Context: an optimization exercise on an open-source flow, tuned for small area, a short achievable clock period and few clock cycles. The choices shown serve that exercise and are no tape-out recipe. Function was checked by simulation only, so behaviour that the tests miss may differ from the original. Power figures rest on the tool's default switching activity, not on a simulated workload.

==> flow/design.v <==
`default_nettype none
package lri_pkg;
    localparam int COLOR_W   = 32;
    localparam int CHAN_W    = 8;
    localparam int NUM_COLOR = 4;
    typedef logic [2:0] chan_idx_t;
    localparam chan_idx_t CH_DEPTH = 3'd0;
    localparam chan_idx_t CH_RED   = 3'd1;
    localparam chan_idx_t CH_GREEN = 3'd2;
    localparam chan_idx_t CH_BLUE  = 3'd3;
    localparam chan_idx_t CH_ALPHA = 3'd4;
    typedef enum logic [3:0] {
        ST_IDLE   = 4'b0001,
        ST_LOAD   = 4'b0010,
        ST_DIVIDE = 4'b0100,
        ST_EMIT   = 4'b1000
    } state_t;
endpackage
`default_nettype wire
`default_nettype none
module lri_divider #(
    parameter int NUM_W = 32,
    parameter int DEN_W = 6
) (
    input  wire logic                    aclk,
    input  wire logic                    aresetn,
    input  wire logic                    start,
    input  wire logic                    neg,
    input  wire logic [NUM_W-1:0]        numer,
    input  wire logic [DEN_W-1:0]        denom,
    output logic                         done,
    output logic signed [NUM_W:0]        quotient
);
    localparam int CNT_W = $clog2(NUM_W + 1);
    logic             busy_reg;
    logic             done_reg;
    logic [CNT_W-1:0] cnt_reg;
    logic [NUM_W-1:0] quo_reg;
    logic [DEN_W-1:0] rem_reg;
    logic [DEN_W-1:0] den_reg;
    logic             neg_reg;
    logic [DEN_W:0]   part;
    logic [DEN_W:0]   part_diff;
    logic             part_ge;
    logic [NUM_W:0]   quo_ext;
    always_comb begin
        part      = {rem_reg, quo_reg[NUM_W-1]};
        part_diff = part - {1'b0, den_reg};
        part_ge   = part >= {1'b0, den_reg};
    end
    always_ff @(posedge aclk) begin
        if (!aresetn) begin
            busy_reg <= 1'b0;
            done_reg <= 1'b0;
            cnt_reg  <= '0;
        end else begin
            done_reg <= 1'b0;
            if (start) begin
                busy_reg <= 1'b1;
                cnt_reg  <= CNT_W'(NUM_W);
            end else if (busy_reg) begin
                cnt_reg <= cnt_reg - 1'b1;
                if (cnt_reg == CNT_W'(1)) begin
                    busy_reg <= 1'b0;
                    done_reg <= 1'b1;
                end
            end
        end
    end
    always_ff @(posedge aclk) begin
        if (start) begin
            quo_reg <= numer;
            rem_reg <= '0;
            den_reg <= denom;
            neg_reg <= neg;
        end else if (busy_reg) begin
            quo_reg <= {quo_reg[NUM_W-2:0], part_ge};
            rem_reg <= part_ge ? part_diff[DEN_W-1:0] : part[DEN_W-1:0];
        end
    end
    assign quo_ext  = {1'b0, quo_reg};
    assign quotient = neg_reg ? (~quo_ext + 1'b1) : quo_ext;
    assign done     = done_reg;
endmodule
`default_nettype wire
`default_nettype none
module line_rasterizer_interpolated
#(
    parameter int COORD_BITS = 6,
    parameter int DEPTH_BITS = 16,
    parameter int FRAC_BITS  = 16
) (
    input  wire logic                 aclk,
    input  wire logic                 aresetn,
    input  wire logic                 s_tvalid,
    output logic                      s_tready,
    input  wire logic [((2*(2*COORD_BITS+DEPTH_BITS+32)+7)/8)*8-1:0] s_tdata,
    output logic                      m_tvalid,
    input  wire logic                 m_tready,
    output logic [((2*COORD_BITS+DEPTH_BITS+32+7)/8)*8-1:0] m_tdata,
    output logic                      m_tlast
);
    localparam int C       = COORD_BITS;
    localparam int PT_W    = 2*C + DEPTH_BITS + lri_pkg::COLOR_W;
    localparam int OUT_RAW = 2*C + DEPTH_BITS + lri_pkg::NUM_COLOR*lri_pkg::CHAN_W;
    localparam int OUT_W   = ((OUT_RAW + 7) / 8) * 8;
    localparam int NUM_W   = DEPTH_BITS + FRAC_BITS;
    localparam int CACC_W  = lri_pkg::CHAN_W + FRAC_BITS;
    localparam int ERR_W   = C + 3;
    lri_pkg::state_t    state_reg;
    lri_pkg::chan_idx_t ch_reg;
    logic [C-1:0]          xa, ya, xb, yb;
    logic [DEPTH_BITS-1:0] za, zb;
    logic [lri_pkg::COLOR_W-1:0]    ca, cb;
    logic [C-1:0]          adx, ady, sx, sy, ex, ey;
    logic [C-1:0]          major0, minor0, minor_end, nmaj0, nmin0;
    logic [DEPTH_BITS-1:0] zs0, ze0;
    logic [lri_pkg::COLOR_W-1:0]    cs0, ce0;
    logic                  xmaj0, swap0;
    logic                  xmaj_reg, dir_up_reg;
    logic [C-1:0]          nmaj_reg, nmin_reg, major_reg, minor_reg;
    logic signed [ERR_W-1:0] err_reg;
    logic [C:0]            left_reg;
    logic [DEPTH_BITS-1:0] zs_reg, ze_reg;
    logic [lri_pkg::COLOR_W-1:0]    cs_reg, ce_reg;
    logic [NUM_W-1:0]      dacc_reg;
    logic signed [NUM_W:0] dstep_reg;
    logic [CACC_W-1:0]     cacc_reg  [lri_pkg::NUM_COLOR];
    logic signed [CACC_W:0] cstep_reg [lri_pkg::NUM_COLOR];
    logic signed [ERR_W-1:0] err_add, nmin2, nmaj2, nmaj_ext;
    logic                    minor_step, last_pix;
    logic                  div_start, div_neg, div_done;
    logic [DEPTH_BITS-1:0] op_from, op_to, op_mag;
    logic signed [NUM_W:0] div_q;
    logic                  in_acc, out_acc;
    logic [C-1:0]          px, py;
    logic [lri_pkg::CHAN_W-1:0]     chan_out [lri_pkg::NUM_COLOR];
    assign in_acc  = s_tvalid && s_tready;
    assign out_acc = m_tvalid && m_tready;
    assign xa = s_tdata[C-1:0];
    assign ya = s_tdata[2*C-1:C];
    assign za = s_tdata[2*C+DEPTH_BITS-1:2*C];
    assign ca = s_tdata[PT_W-1:2*C+DEPTH_BITS];
    assign xb = s_tdata[PT_W+C-1:PT_W];
    assign yb = s_tdata[PT_W+2*C-1:PT_W+C];
    assign zb = s_tdata[PT_W+2*C+DEPTH_BITS-1:PT_W+2*C];
    assign cb = s_tdata[2*PT_W-1:PT_W+2*C+DEPTH_BITS];
    always_comb begin
        adx   = (xb >= xa) ? (xb - xa) : (xa - xb);
        ady   = (yb >= ya) ? (yb - ya) : (ya - yb);
        xmaj0 = ady < adx;
        swap0 = xmaj0 ? (xa > xb) : (ya > yb);
        sx  = swap0 ? xb : xa;
        sy  = swap0 ? yb : ya;
        zs0 = swap0 ? zb : za;
        cs0 = swap0 ? cb : ca;
        ex  = swap0 ? xa : xb;
        ey  = swap0 ? ya : yb;
        ze0 = swap0 ? za : zb;
        ce0 = swap0 ? ca : cb;
        major0    = xmaj0 ? sx : sy;
        minor0    = xmaj0 ? sy : sx;
        minor_end = xmaj0 ? ey : ex;
        nmaj0     = xmaj0 ? adx : ady;
        nmin0     = xmaj0 ? ady : adx;
    end
    always_comb begin
        nmin2      = ERR_W'({nmin_reg, 1'b0});
        nmaj2      = ERR_W'({nmaj_reg, 1'b0});
        nmaj_ext   = ERR_W'(nmaj_reg);
        err_add    = err_reg + nmin2;
        minor_step = err_add >= nmaj_ext;
        last_pix   = left_reg == (C+1)'(1);
    end
    always_comb begin
        case (ch_reg)
            lri_pkg::CH_RED: begin
                op_from = DEPTH_BITS'(cs_reg[lri_pkg::COLOR_W-1 -: lri_pkg::CHAN_W]);
                op_to   = DEPTH_BITS'(ce_reg[lri_pkg::COLOR_W-1 -: lri_pkg::CHAN_W]);
            end
            lri_pkg::CH_GREEN: begin
                op_from = DEPTH_BITS'(cs_reg[lri_pkg::COLOR_W-1-lri_pkg::CHAN_W -: lri_pkg::CHAN_W]);
                op_to   = DEPTH_BITS'(ce_reg[lri_pkg::COLOR_W-1-lri_pkg::CHAN_W -: lri_pkg::CHAN_W]);
            end
            lri_pkg::CH_BLUE: begin
                op_from = DEPTH_BITS'(cs_reg[lri_pkg::COLOR_W-1-2*lri_pkg::CHAN_W -: lri_pkg::CHAN_W]);
                op_to   = DEPTH_BITS'(ce_reg[lri_pkg::COLOR_W-1-2*lri_pkg::CHAN_W -: lri_pkg::CHAN_W]);
            end
            lri_pkg::CH_ALPHA: begin
                op_from = DEPTH_BITS'(cs_reg[lri_pkg::CHAN_W-1:0]);
                op_to   = DEPTH_BITS'(ce_reg[lri_pkg::CHAN_W-1:0]);
            end
            default: begin
                op_from = zs_reg;
                op_to   = ze_reg;
            end
        endcase
        div_neg = op_to < op_from;
        op_mag  = div_neg ? (op_from - op_to) : (op_to - op_from);
    end
    assign div_start = (state_reg == lri_pkg::ST_LOAD) && (nmaj_reg != '0);
    lri_divider #(
        .NUM_W (NUM_W),
        .DEN_W (C)
    ) u_div (
        .aclk     (aclk),
        .aresetn  (aresetn),
        .start    (div_start),
        .neg      (div_neg),
        .numer    ({op_mag, {FRAC_BITS{1'b0}}}),
        .denom    (nmaj_reg),
        .done     (div_done),
        .quotient (div_q)
    );
    always_ff @(posedge aclk) begin
        if (!aresetn) begin
            state_reg <= lri_pkg::ST_IDLE;
            ch_reg    <= lri_pkg::CH_DEPTH;
        end else begin
            unique case (state_reg)
                lri_pkg::ST_IDLE: begin
                    if (in_acc) begin
                        state_reg <= lri_pkg::ST_LOAD;
                        ch_reg    <= lri_pkg::CH_DEPTH;
                    end
                end
                lri_pkg::ST_LOAD: begin
                    state_reg <= (nmaj_reg == '0) ? lri_pkg::ST_EMIT : lri_pkg::ST_DIVIDE;
                end
                lri_pkg::ST_DIVIDE: begin
                    if (div_done) begin
                        if (ch_reg == lri_pkg::CH_ALPHA) begin
                            state_reg <= lri_pkg::ST_EMIT;
                        end else begin
                            state_reg <= lri_pkg::ST_LOAD;
                            ch_reg    <= ch_reg + 1'b1;
                        end
                    end
                end
                lri_pkg::ST_EMIT: begin
                    if (out_acc && last_pix) begin
                        state_reg <= lri_pkg::ST_IDLE;
                    end
                end
                default: begin
                    state_reg <= lri_pkg::ST_IDLE;
                end
            endcase
        end
    end
    always_ff @(posedge aclk) begin
        if (in_acc) begin
            xmaj_reg   <= xmaj0;
            dir_up_reg <= minor_end > minor0;
            nmaj_reg   <= nmaj0;
            nmin_reg   <= nmin0;
            major_reg  <= major0;
            minor_reg  <= minor0;
            err_reg    <= '0;
            left_reg   <= {1'b0, nmaj0} + 1'b1;
            zs_reg     <= zs0;
            ze_reg     <= ze0;
            cs_reg     <= cs0;
            ce_reg     <= ce0;
            dacc_reg   <= {zs0, {FRAC_BITS{1'b0}}};
            for (int k = 0; k < lri_pkg::NUM_COLOR; k++) begin
                cacc_reg[k] <= {cs0[lri_pkg::COLOR_W-1-lri_pkg::CHAN_W*k -: lri_pkg::CHAN_W], {FRAC_BITS{1'b0}}};
            end
        end else if (out_acc && !last_pix) begin
            left_reg  <= left_reg - 1'b1;
            major_reg <= major_reg + 1'b1;
            if (minor_step) begin
                minor_reg <= dir_up_reg ? (minor_reg + 1'b1) : (minor_reg - 1'b1);
                err_reg   <= err_add - nmaj2;
            end else begin
                err_reg <= err_add;
            end
            dacc_reg <= dacc_reg + dstep_reg[NUM_W-1:0];
            for (int k = 0; k < lri_pkg::NUM_COLOR; k++) begin
                cacc_reg[k] <= cacc_reg[k] + cstep_reg[k][CACC_W-1:0];
            end
        end
    end
    always_ff @(posedge aclk) begin
        if ((state_reg == lri_pkg::ST_DIVIDE) && div_done) begin
            case (ch_reg)
                lri_pkg::CH_RED:   cstep_reg[0] <= div_q[CACC_W:0];
                lri_pkg::CH_GREEN: cstep_reg[1] <= div_q[CACC_W:0];
                lri_pkg::CH_BLUE:  cstep_reg[2] <= div_q[CACC_W:0];
                lri_pkg::CH_ALPHA: cstep_reg[3] <= div_q[CACC_W:0];
                default:  dstep_reg    <= div_q;
            endcase
        end
    end
    always_comb begin
        px = xmaj_reg ? major_reg : minor_reg;
        py = xmaj_reg ? minor_reg : major_reg;
        for (int k = 0; k < lri_pkg::NUM_COLOR; k++) begin
            chan_out[k] = cacc_reg[k][CACC_W-1:FRAC_BITS];
        end
    end
    assign s_tready = state_reg == lri_pkg::ST_IDLE;
    assign m_tvalid = state_reg == lri_pkg::ST_EMIT;
    assign m_tlast  = last_pix;
    assign m_tdata  = OUT_W'({chan_out[3], chan_out[2], chan_out[1], chan_out[0],
                              dacc_reg[NUM_W-1:FRAC_BITS], py, px});
endmodule
`default_nettype wire
==> flow/run.sh <==
#!/bin/bash
# synth_recipe.tcl (not shown) runs the flow's synth.tcl, then flattens the netlist and writes it again
# the make line also repeats each setting of config.mk as NAME=value (left out here)
make -C /OpenROAD-flow-scripts/flow DESIGN_CONFIG=/design/flow/config.mk WORK_HOME=/design/flow/orfs CLKGATE_MAP_FILE= SYNTH_SCRIPT=/design/flow/synth_recipe.tcl finish
==> flow/config.mk <==
export PLATFORM = sky130hd
export DESIGN_NAME = line_rasterizer_interpolated
export DESIGN_NICKNAME = line_rasterizer_interpolated
export VERILOG_FILES = /design/flow/design.v
export SDC_FILE = /design/flow/constraint.sdc
export NUM_CORES = 4
export LEC_CHECK = 0
export CAP_MARGIN = 20
export CORE_MARGIN = 2
export CORE_UTILIZATION = 40
export SLEW_MARGIN = 20
==> flow/constraint.sdc <==
create_clock -name core_clock -period 7.5 [get_ports {aclk}]
set_input_delay 1.5000 -clock core_clock [delete_from_list [all_inputs] [get_ports {aclk}]]
set_output_delay 1.5000 -clock core_clock [all_outputs]
set_load 0.01 [all_outputs]
==> run summary <==
-- cells by family (layout without fill, tap and decap cells) --
family	Yosys count	count (layout)	share of synthesized area [%]
flops	453	453	42.9
mux	195	195	7.34
simple gates	716	716	11.8
xor+xnor	158	158	4.83
buf+inv	336	491	5.28
compound gates	748	748	16.9
fa+ha+maj	243	243	11.0
other cells	1	4	0.0130
-- layout by cell type, fill, tap and decap left out, types with 23 or more instances in the layout --
| cell type | count |
|---|---|
| mux2_2 | 119 |
| buf_4 | 26 |
| nand2b_1 | 28 |
| dfxtp_1 | 124 |
| a21oi_1 | 155 |
| a31oi_1 | 34 |
| o21a_1 | 23 |
| o31ai_1 | 28 |
| inv_1 | 177 |
| mux2i_1 | 73 |
| a211oi_1 | 24 |
| nor2_1 | 163 |
| nand3_1 | 141 |
| xor2_1 | 52 |
| o21ai_0 | 220 |
| nor2b_1 | 26 |
| edfxtp_1 | 328 |
| xnor2_1 | 105 |
| nand2_1 | 210 |
| a22oi_1 | 35 |
| clkbuf_16 | 53 |
| clkdlybuf4s50_1 | 186 |
| nor3_1 | 40 |
| a21o_1 | 77 |
| ha_1 | 228 |
-- where the power goes --
part	switching [uW]	internal (uW)
clock	1080	1620
sequential	165	3070
combinational	1590	1180
-- per-layer routing --
metal	vias to the layer above	routed length [um]	GRT usage, %
met5	-	0	0
met4	0	2110	6.64
met3	121	3400	2.20
met2	570	37500	35.2
met1	10600	34300	26.7
li1	10600	-	-
-- area by class of cell --
class                           count  area [um2]  share of cell area (%)
Multi-Input combinational cell   2064       15000                    45.2
Sequential cell                   453       12400                    37.3
Timing Repair Buffer              214        2100                    6.33
Clock buffer                       66        1470                    4.42
Tap cell                          950        1190                    3.59
Inverter                          182         688                    2.08
Clock inverter                     29         362                    1.09
-- worst max path at each step --
stage                     start    endpoint  slack (ns)  cells after the start
global route        s_tdata[60]  dir_up_reg        0.40                     28
floorplan           s_tdata[60]  dir_up_reg        0.82                     31
CTS                  s_tdata[1]  dir_up_reg        0.77                     24
global placement    s_tdata[60]  dir_up_reg        0.23                     28
detailed placement   s_tdata[1]  dir_up_reg        0.15                     24
finish               s_tdata[1]  dir_up_reg        0.76                     24
-- per-stage QoR --
stage	total power, uW	setup slack [ns]	std cells
2_1_floorplan	5200	0.820	2853
4_1_cts	8800	0.774	3958
3_3_place_gp	6010	0.225	3862
3_5_place_dp	6060	0.149	3863
5_1_grt	9170	0.400	3958
6_report	8710	0.764	3958
-- critical path: stages --
cell and delay, ns:
clkdlybuf4s50_1 0.57, inv_1 0.13, fa_1 0.49, a211oi_1 0.35, o21ai_2 0.14, a21oi_4 0.26
mux2_2 0.38, or3_1 0.33, nand2_1 0.12, ha_1 0.25, a21oi_1 0.13, o21a_1 0.15
o21ai_2 0.09, o31a_2 0.45, buf_4 0.22, mux2i_1 0.18, mux2_2 0.30, ha_1 0.31
o21a_1 0.11, o21a_1 0.17, o21ai_0 0.16, nand2b_1 0.08, a21oi_1 0.14, a31oi_1 0.05
==> impl_metrics.yaml <==
yosys:
  syn_inst: 2850
  synth_cell_types: 94
  synthTopCellsByCount: "328 x edfxtp_1, 228 x ha_1, 220 x o21ai_0"
  ys_warn_count: 5
  synth.area.top_cells: "edfxtp_1 34%, ha_1 9.9%, dfxtp_1 8.7%"
  synth_edf_count: 328
  synth.cell_area_um2: 28800
  yosysMostFrequentCell: "edfxtp_1"
  synth_ff_type: "edfxtp_1"
  yosysSeqAreaShare_pct: 42.9
  async_flop_share_pct: 0
  ys_seq_elements: 453
  yosys.area.top_type_share_pct: 34.2
  yosysTopAreaCell: "edfxtp_1"
  avgSynthCellArea_um2: 10.1
cts:
  ctsLongestPathBuffers: 3
  cts-resized-gates: 0
  clock_latency_ns: 0.62
  clkTransAtPathRegs_ns: 0.06
  cts_sinks: 453
  cts_tree: "yes"
  numCtsBuffers: 51
  cts_max_level: 2
  ctsHoldBuffers: 0
  clockRootBuffer: "clkbuf_16"
  cts_setup_buffers: 0
setup_path:
  crit_type: "in2reg"
  cp.arrival_ns: 7.07
  critPathMaxFanout: 10
  cp-end-kind: "flip-flop"
  required_ns: 7.83
  rrSetupSlack_ns: 2.44
  r2r_start: "ch_reg[0]"
  rr_endpoint: "u_div.quo_reg[21]"
  worstSetupStartpointType: "input port"
  reg2reg_depth: 17
floorplan:
  io_pins: 191
  core_um2: 71400
  die_y_um: 272
  rows: 98
  chipWidth_um: 272
  start_util_pct: 40.3
  die_area_um2: 74100
routing:
  wl_per_cell_um: 19.5
  viasPerCell: 5.55
  vias: 22000
  drtIter0Drc: 1527
  drc: 0
  totalWireLength_mm: 77.3
  drtAntennaViolNets: 0
  dr.pass1.iters: 5
timing:
  setup-violations-final: 0
  slew_violations: 0
  layout_min_cycle_time_ns: 6.74
  rsz0062_at_grt: "false"
  relSlewSlack_pct: 24.9
  timing.final.crit_share_pct: 89.8
  setup_tns_ns: 0
  worstMarginPinSlew_ns: 1.10
  skew_ns: 0.0458
  whs_ns: 0.463
  hold_violations: 0
  max_freq_mhz: 148
pwr:
  p_per_area_nw_per_um2: 263
  max-vdd-ir-drop_v: 0.000184
  leakage_uw: 0.0132
grt:
  grt_pass1_vias: 21900
  grt-ovfl-total: 0
  globalRouteTotalUtil_pct: 20.4
  grt_antenna_before_repair: 1
  grt_start_max_net_pins: 206
  grt_pass1_wl_mm: 120
cells_and_area:
  n_antenna_cell: 0
  final_util_pct: 46.4
  fillCellCount: 6648
  area_growth_pct: 15.1
  fin_nets: 3333
  layout-drive-gt1-share_pct: 9.64
  final_cell_area_um2: 33100
status:
  outcome: "timing/DRC/antenna clean"
flow_run:
  max_cap_viol_count: 0
min_path:
  min_to: "cacc_reg[0][0]"
  hold_class: "reg2reg"
  hold_depth: 2
  min_from: "cacc_reg[0][0]"
placed_design:
  place.gp.congestion: 0.902
  place_area_um2: 31300
  hpwl_mm: 57.2
  port_buffers: 186
Testbench counts, summed over its fixed seeds: cycles 346,977.

-- static timing again, ports no longer ideal --
The results above use ideal ports. As a check the final layout listed here was re-extracted and re-timed, cells and wires unchanged. Step 1, drivers: a clkbuf_16 drives aclk and a buf_2 each remaining input, both assumed. Step 2 times the ports against the registers' clock, not the clock port: input delays grow and output delays shrink by t, the midpoint of the rising clock arrivals with the driver on. Slacks: ideal / step 1 / step 2; pairs: ideal / step 1.
t, ns: 0.665
setup WS [ns]: 0.764 / 0.807 / 0.142
worst setup path after step 2: input to register
worst data-port slew with drivers (ns): 0.06
cell pins on the clock port's net: 1
After both steps setup and hold are still met in this run. For this run, drivers alone change the setup slack by +0.043 ns; drivers and shift together by -0.622 ns.
